From an optimization exercise on the open Yosys and OpenROAD flow, aimed at small area and a short achievable clock period; shortcuts taken in it are not production practice.
Only simulation tests tie the RTL to the original design; equivalence was not proved.
Power is estimated from default activity; no workload was simulated.

## job 101
// cluster_hwpe_tile
module cluster_hwpe_tile #(
  parameter int unsigned OpndDepth = 4,
  parameter int unsigned ResDepth  = 4
) (
  input  logic                               clk_i,
  input  logic                               rst_n_i,
  input  logic                               wb_cyc_i,
  input  logic                               wb_stb_i,
  input  logic                               wb_we_i,
  input  logic [tile_cfg_pkg::WB_ADDR_W-1:0] wb_adr_i,
  input  logic [tile_cfg_pkg::WB_DATA_W-1:0] wb_dat_i,
  output logic [tile_cfg_pkg::WB_DATA_W-1:0] wb_dat_o,
  output logic                               wb_ack_o,
  output logic                               wb_err_o,
  output logic                               evt_o
);
==> flow/config.mk <==
export PLATFORM = sky130hd
export DESIGN_NAME = cluster_hwpe_tile
export DESIGN_NICKNAME = cluster_hwpe_tile
export VERILOG_FILES = /design/flow/design.v
export SDC_FILE = /design/flow/constraint.sdc
export NUM_CORES = 4
export LEC_CHECK = 0
export ABC_CLOCK_PERIOD_IN_PS = 3500
export CAP_MARGIN = 20
export CORE_MARGIN = 2
export CORE_UTILIZATION = 40
export CTS_CLUSTER_DIAMETER = 120
export CTS_CLUSTER_SIZE = 24
export SLEW_MARGIN = 20
==> flow/constraint.sdc <==
create_clock -name core_clock -period 10.0 [get_ports {clk_i}]
set_input_delay 2.0000 -clock core_clock [delete_from_list [all_inputs] [get_ports {clk_i}]]
set_output_delay 2.0000 -clock core_clock [all_outputs]
set_load 0.01 [all_outputs]
standard.sh (not shown) runs the stock make flow with config.mk's settings and CLKGATE_MAP_FILE= SYNTH_SCRIPT=/design/flow/synth_recipe.tcl, a recipe that flattens the netlist after the stock synthesis.
==> flow/flow/run.sh <==
#!/bin/bash
# Standard synthesis, then the standard layout with a tighter setup
# target for repair_timing (the clock and constraints are unchanged).
set -euo pipefail
MARGIN=${MARGIN:-6.8}
bash standard.sh synth > synth.log 2>&1
bash standard.sh SETUP_SLACK_MARGIN=$MARGIN "BUFFER_PORTS_ARGS=-buffer_cell sky130_fd_sc_hd__buf_2" finish > layout.log 2>&1
Job 101 ended with every stage complete and zero timing, DRC or antenna violations.
Input-level comparison between job 102 and job 101:
- CORE_UTILIZATION now 55, was 40
Results
All of job 101 and job 102 finish clean. Changes observed in job 102 relative to job 101: core occupancy in the finished layout up 17 points; power share of the clock group climbed 0.5 points; detailed-route via count dropped 102; met1 routing resource usage after global routing moved up. Any difference in final-layout setup total negative slack between job 102 and job 101 is small enough to ignore. Per the comparison of job 102 with job 101, met2 wire length now sits lower, worst-case hold slack shrank by 0.013 ns.
Changes in job 103 relative to job 102:
- CORE_UTILIZATION changed from 55 to 40
==> flow/flow/run.sh <==
#!/bin/bash
# Standard synthesis, then the standard layout with a tighter setup
# target for repair_timing (the clock and constraints are unchanged).
set -euo pipefail
MARGIN=${MARGIN:-6.6}
bash standard.sh synth > synth.log 2>&1
bash standard.sh SETUP_SLACK_MARGIN=$MARGIN "BUFFER_PORTS_ARGS=-buffer_cell sky130_fd_sc_hd__buf_2" finish > layout.log 2>&1
### Flow results
Job 103 completed end to end with timing, DRC and antenna clean.
Looking at routed wire length, job 103 sits above job 102.
Changes observed in job 103 relative to job 102: overall power dropped 0.35 mW; share of total power in the clock network barely changed; placed instance area climbed 330 um2.
Inputs modified between job 103 and job 104:
diff --git a/flow/flow/run.sh b/flow/flow/run.sh
--- a/flow/flow/run.sh
+++ b/flow/flow/run.sh
@@ -1,5 +1,7 @@
 #!/bin/bash
 # Standard synthesis, then the standard layout with a tighter setup
-# target for repair_timing (the clock and constraints are unchanged).
+# target for repair_timing and plain buffers on the ports; each step logs
+# to its own file here (the ORFS logs are under orfs/logs).
+# The clock and constraints are unchanged.
 set -euo pipefail
 MARGIN=${MARGIN:-6.6}
Results
As far as final hold violation count is concerned, job 104 and job 103 perform about the same.
In terms of die area, job 104 and job 103 differ only marginally.
Final area came out exactly the same in job 104 and job 103.
Per the comparison of job 104 with job 103, hold slack has remained practically unchanged, clock network power share has remained practically unchanged, number of clock sinks has remained practically unchanged.

---

## alpha
Starting RTL as in the previous note.
export LEC_CHECK = 0
export ABC_CLOCK_PERIOD_IN_PS = 3500
export CAP_MARGIN = 0
export CORE_MARGIN = 2
export CORE_UTILIZATION = 40
export CTS_CLUSTER_DIAMETER = 120
export CTS_CLUSTER_SIZE = 24
export SLEW_MARGIN = 0
create_clock -name core_clock -period 10.0 [get_ports {clk_i}]
==> flow/flow/run.sh <==
#!/bin/bash
# Standard synthesis, then the standard layout with a tighter setup
# target for repair_timing (the clock and constraints are unchanged).
set -euo pipefail
MARGIN=${MARGIN:-6.6}
bash standard.sh synth > synth.log 2>&1
bash standard.sh SETUP_SLACK_MARGIN=$MARGIN "BUFFER_PORTS_ARGS=-buffer_cell sky130_fd_sc_hd__buf_2" finish > layout.log 2>&1
alpha went all the way through synthesis, placement and routing and the layout is clean on timing, DRC and antenna.
Changes in beta relative to alpha:
- swapping 0 for 20 in SLEW_MARGIN
- swapping 0 for 20 in CAP_MARGIN
==> flow/flow/run.sh <==
#!/bin/bash
# Standard synthesis, then the standard layout with a tighter setup
# target for repair_timing (the clock and constraints are unchanged).
set -euo pipefail
MARGIN=${MARGIN:-6.4}
bash standard.sh synth > synth.log 2>&1
bash standard.sh SETUP_SLACK_MARGIN=$MARGIN "BUFFER_PORTS_ARGS=-buffer_cell sky130_fd_sc_hd__buf_2" finish > layout.log 2>&1
Findings:
Area of all placed cells without fillers across beta and alpha: no real change.
Diff beta and alpha: highest clock rate lower in beta
The critical path depth in cells number comes out lower for beta vs alpha.
| combinational share of power | beta vs alpha | 0.4 points higher |
Looking at shortest period the worst path allows, beta sits 65 ps above alpha.
The stage delay of the slowest cell on the critical path of beta and that of alpha are within noise of each other.
Number of DRC markers after the initial detailed-route iteration shrinks by more than 10% when moving from alpha to beta.
Largest net degree at the start of global routing grows by a few percent when moving from alpha to beta.
As far as final global-route overflow total goes, beta and alpha are indistinguishable; the numbers are identical.
--- input diff beta..gamma ---
- CTS_CLUSTER_DIAMETER now 130, was 120
- CTS_CLUSTER_SIZE now 27, was 24
==> flow/flow/run.sh <==
#!/bin/bash
# Standard synthesis, then the standard layout with a tighter setup
# target for repair_timing (the clock and constraints are unchanged).
set -euo pipefail
MARGIN=${MARGIN:-6.8}
bash standard.sh synth > synth.log 2>&1
bash standard.sh SETUP_SLACK_MARGIN=$MARGIN "BUFFER_PORTS_ARGS=-buffer_cell sky130_fd_sc_hd__buf_2" finish > layout.log 2>&1
Results
Per the final summary, beta finished and its layout is clean on timing, DRC and antenna.
gamma closes out successfully: all stages finished, all timing, DRC and antenna checks passed.
When gamma is set beside beta, its peak supply drop turns out to be 4.5% larger.
beta → gamma: synthesized area about even, cell leakage power rose 3.0%, fraction of standard cell area in multi-input logic rose 0.43 points, data arrival at the endpoint of the critical path fell 70 ps, cell area rose 2.5%.
For delta, these inputs were changed with respect to gamma:
- changing CTS_CLUSTER_DIAMETER from 130 to 120
- changing CTS_CLUSTER_SIZE from 27 to 24
==> flow/flow/run.sh <==
#!/bin/bash
# Standard synthesis, then the standard layout with a tighter setup
# target for repair_timing and plain buffers on the ports; each step logs
# to its own file here (the ORFS logs are under orfs/logs).
# The clock and constraints are unchanged.
set -euo pipefail
MARGIN=${MARGIN:-6.8}
bash standard.sh synth > synth.log 2>&1
bash standard.sh SETUP_SLACK_MARGIN=$MARGIN "BUFFER_PORTS_ARGS=-buffer_cell sky130_fd_sc_hd__buf_2" finish > layout.log 2>&1
met3 global-route usage of gamma is on par with delta. Going from gamma to delta, via count held steady, total detailed-routing wirelength held steady, final area held steady, shortest clock period the worst path allows after layout shrank by 18 ps. gamma -> delta: met3 layer wire length in the routed design increased by a few percent. Clock transition time at the flip-flop clock pins of the worst setup and hold paths delta (gamma -> delta): insignificant. Looking at setup slack, delta sits above gamma.

---

== nickel ==
cluster_hwpe_tile, a different RTL version from the one above (not shown whole).
For scale: about 27000 um2 of cells after synthesis.
==> flow/config.mk <==
export PLATFORM = sky130hd
export DESIGN_NAME = cluster_hwpe_tile
export DESIGN_NICKNAME = cluster_hwpe_tile
export VERILOG_FILES = /design/flow/design.v
export SDC_FILE = /design/flow/constraint.sdc
export NUM_CORES = 4
export LEC_CHECK = 0
export ABC_CLOCK_PERIOD_IN_PS = 3500
export CAP_MARGIN = 20
export CORE_MARGIN = 2
export CORE_UTILIZATION = 40
export SLEW_MARGIN = 20
export TNS_END_PERCENT = 20
==> flow/constraint.sdc <==
create_clock -name core_clock -period 10.0 [get_ports {clk_i}]
set_input_delay 2.0000 -clock core_clock [delete_from_list [all_inputs] [get_ports {clk_i}]]
set_output_delay 2.0000 -clock core_clock [all_outputs]
set_load 0.01 [all_outputs]
==> flow/flow/run.sh <==
#!/bin/bash
# Standard synthesis, then the standard layout with a tighter setup
# target for repair_timing (the clock and constraints are unchanged).
set -euo pipefail
MARGIN=${MARGIN:-6.9}
bash standard.sh synth > synth.log 2>&1
bash standard.sh SETUP_SLACK_MARGIN=$MARGIN "BUFFER_PORTS_ARGS=-buffer_cell sky130_fd_sc_hd__buf_2" finish > layout.log 2>&1
nickel reached the final stage; the timing, design-rule and antenna checks on its layout passed.
Inputs modified between nickel and quartz:
Settings: TNS_END_PERCENT removed (was 20).
-- flow/flow/run.sh --
<<< nickel, line 4
set -euo pipefail
MARGIN=${MARGIN:-6.9}
bash standard.sh synth > synth.log 2>&1
>>> quartz, line 4
set -euo pipefail
MARGIN=${MARGIN:-6.8}
bash standard.sh synth > synth.log 2>&1
Static power due to leakage in quartz is about 0.5% higher than in nickel. Summary of quartz over nickel: clock network power went up by about 4%, fill cell instance count of the final layout went up by about 0.6%, width of the die was more or less identical, logic gate share of total power went down by 1.1 points. quartz vs. nickel: number of gates on the worst path with buffers counted went up by 2; overall power of the completed layout saw a decrease; total power per unit cell area decreased about 0.7%. quartz ended up with a lower via total after detailed routing than nickel did.
#### Input delta (garnet over quartz)
Settings: CTS_CLUSTER_DIAMETER newly set to 120; CTS_CLUSTER_SIZE newly set to 24.
On post-route cell area, garnet does better than quartz.
Diff garnet..quartz | synthesized net count | unchanged
[garnet] portion of the layout cell area used by non-clock buffers rose 0.41 points relative to quartz
garnet against quartz: clock period minus worst slack increased 0.052 ns; worst setup slack has decreased; proportion of power drawn by the clock network lower; synthesis-to-layout area growth shrank by 2.5 points; routed wire length neither gained nor lost much.
Number of CTS-inserted buffers went down by more than half going from quartz to garnet.
Total power of garnet is lower than that of quartz.

port drivers added, routing unchanged:
The results above use ideal ports. As a check the final layouts listed here were re-extracted and re-timed, cells and wires unchanged.
Step 1 sets driving cells, clkbuf_16 on the clock port and buf_2 on the other inputs (assumed; they add their load-dependent delay and slew).
Step 2 adds t to the input delays and takes it off the output delays; t is the mean of the earliest and latest rising clock arrival at the registers after step 1. Input paths then give back, and output paths get back, about the clock's delay inside the block.
Slacks: ideal ports / drivers / drivers and shift; pairs: ideal ports / drivers.
run | t, ns | setup slack, ns | slew at the worst register clock pin (ns)
job 101 | 0.657 | 6.580 / 6.580 / 6.286 | 0.10 / 0.10
job 102 | 0.654 | 6.535 / 6.535 / 6.280 | 0.11 / 0.11
job 103 | 0.633 | 6.570 / 6.570 / 6.141 | 0.11 / 0.11
job 104 | 0.633 | 6.570 / 6.570 / 6.141 | 0.11 / 0.11
alpha | 0.633 | 6.570 / 6.570 / 6.141 | 0.11 / 0.11
beta | 0.637 | 6.505 / 6.505 / 5.926 | 0.10 / 0.10
gamma | 0.645 | 6.562 / 6.562 / 6.317 | 0.11 / 0.11
delta | 0.657 | 6.580 / 6.580 / 6.286 | 0.10 / 0.10
nickel | 0.671 | 6.670 / 6.670 / 6.141 | 0.07 / 0.07
quartz | 0.682 | 6.718 / 6.718 / 6.354 | 0.07 / 0.07
garnet | 0.653 | 6.665 / 6.665 / 6.394 | 0.10 / 0.10
After both steps every run listed still meets setup and hold. For beta, which loses most, drivers alone change the setup slack by 0.000 ns; drivers and shift together by -0.579 ns.
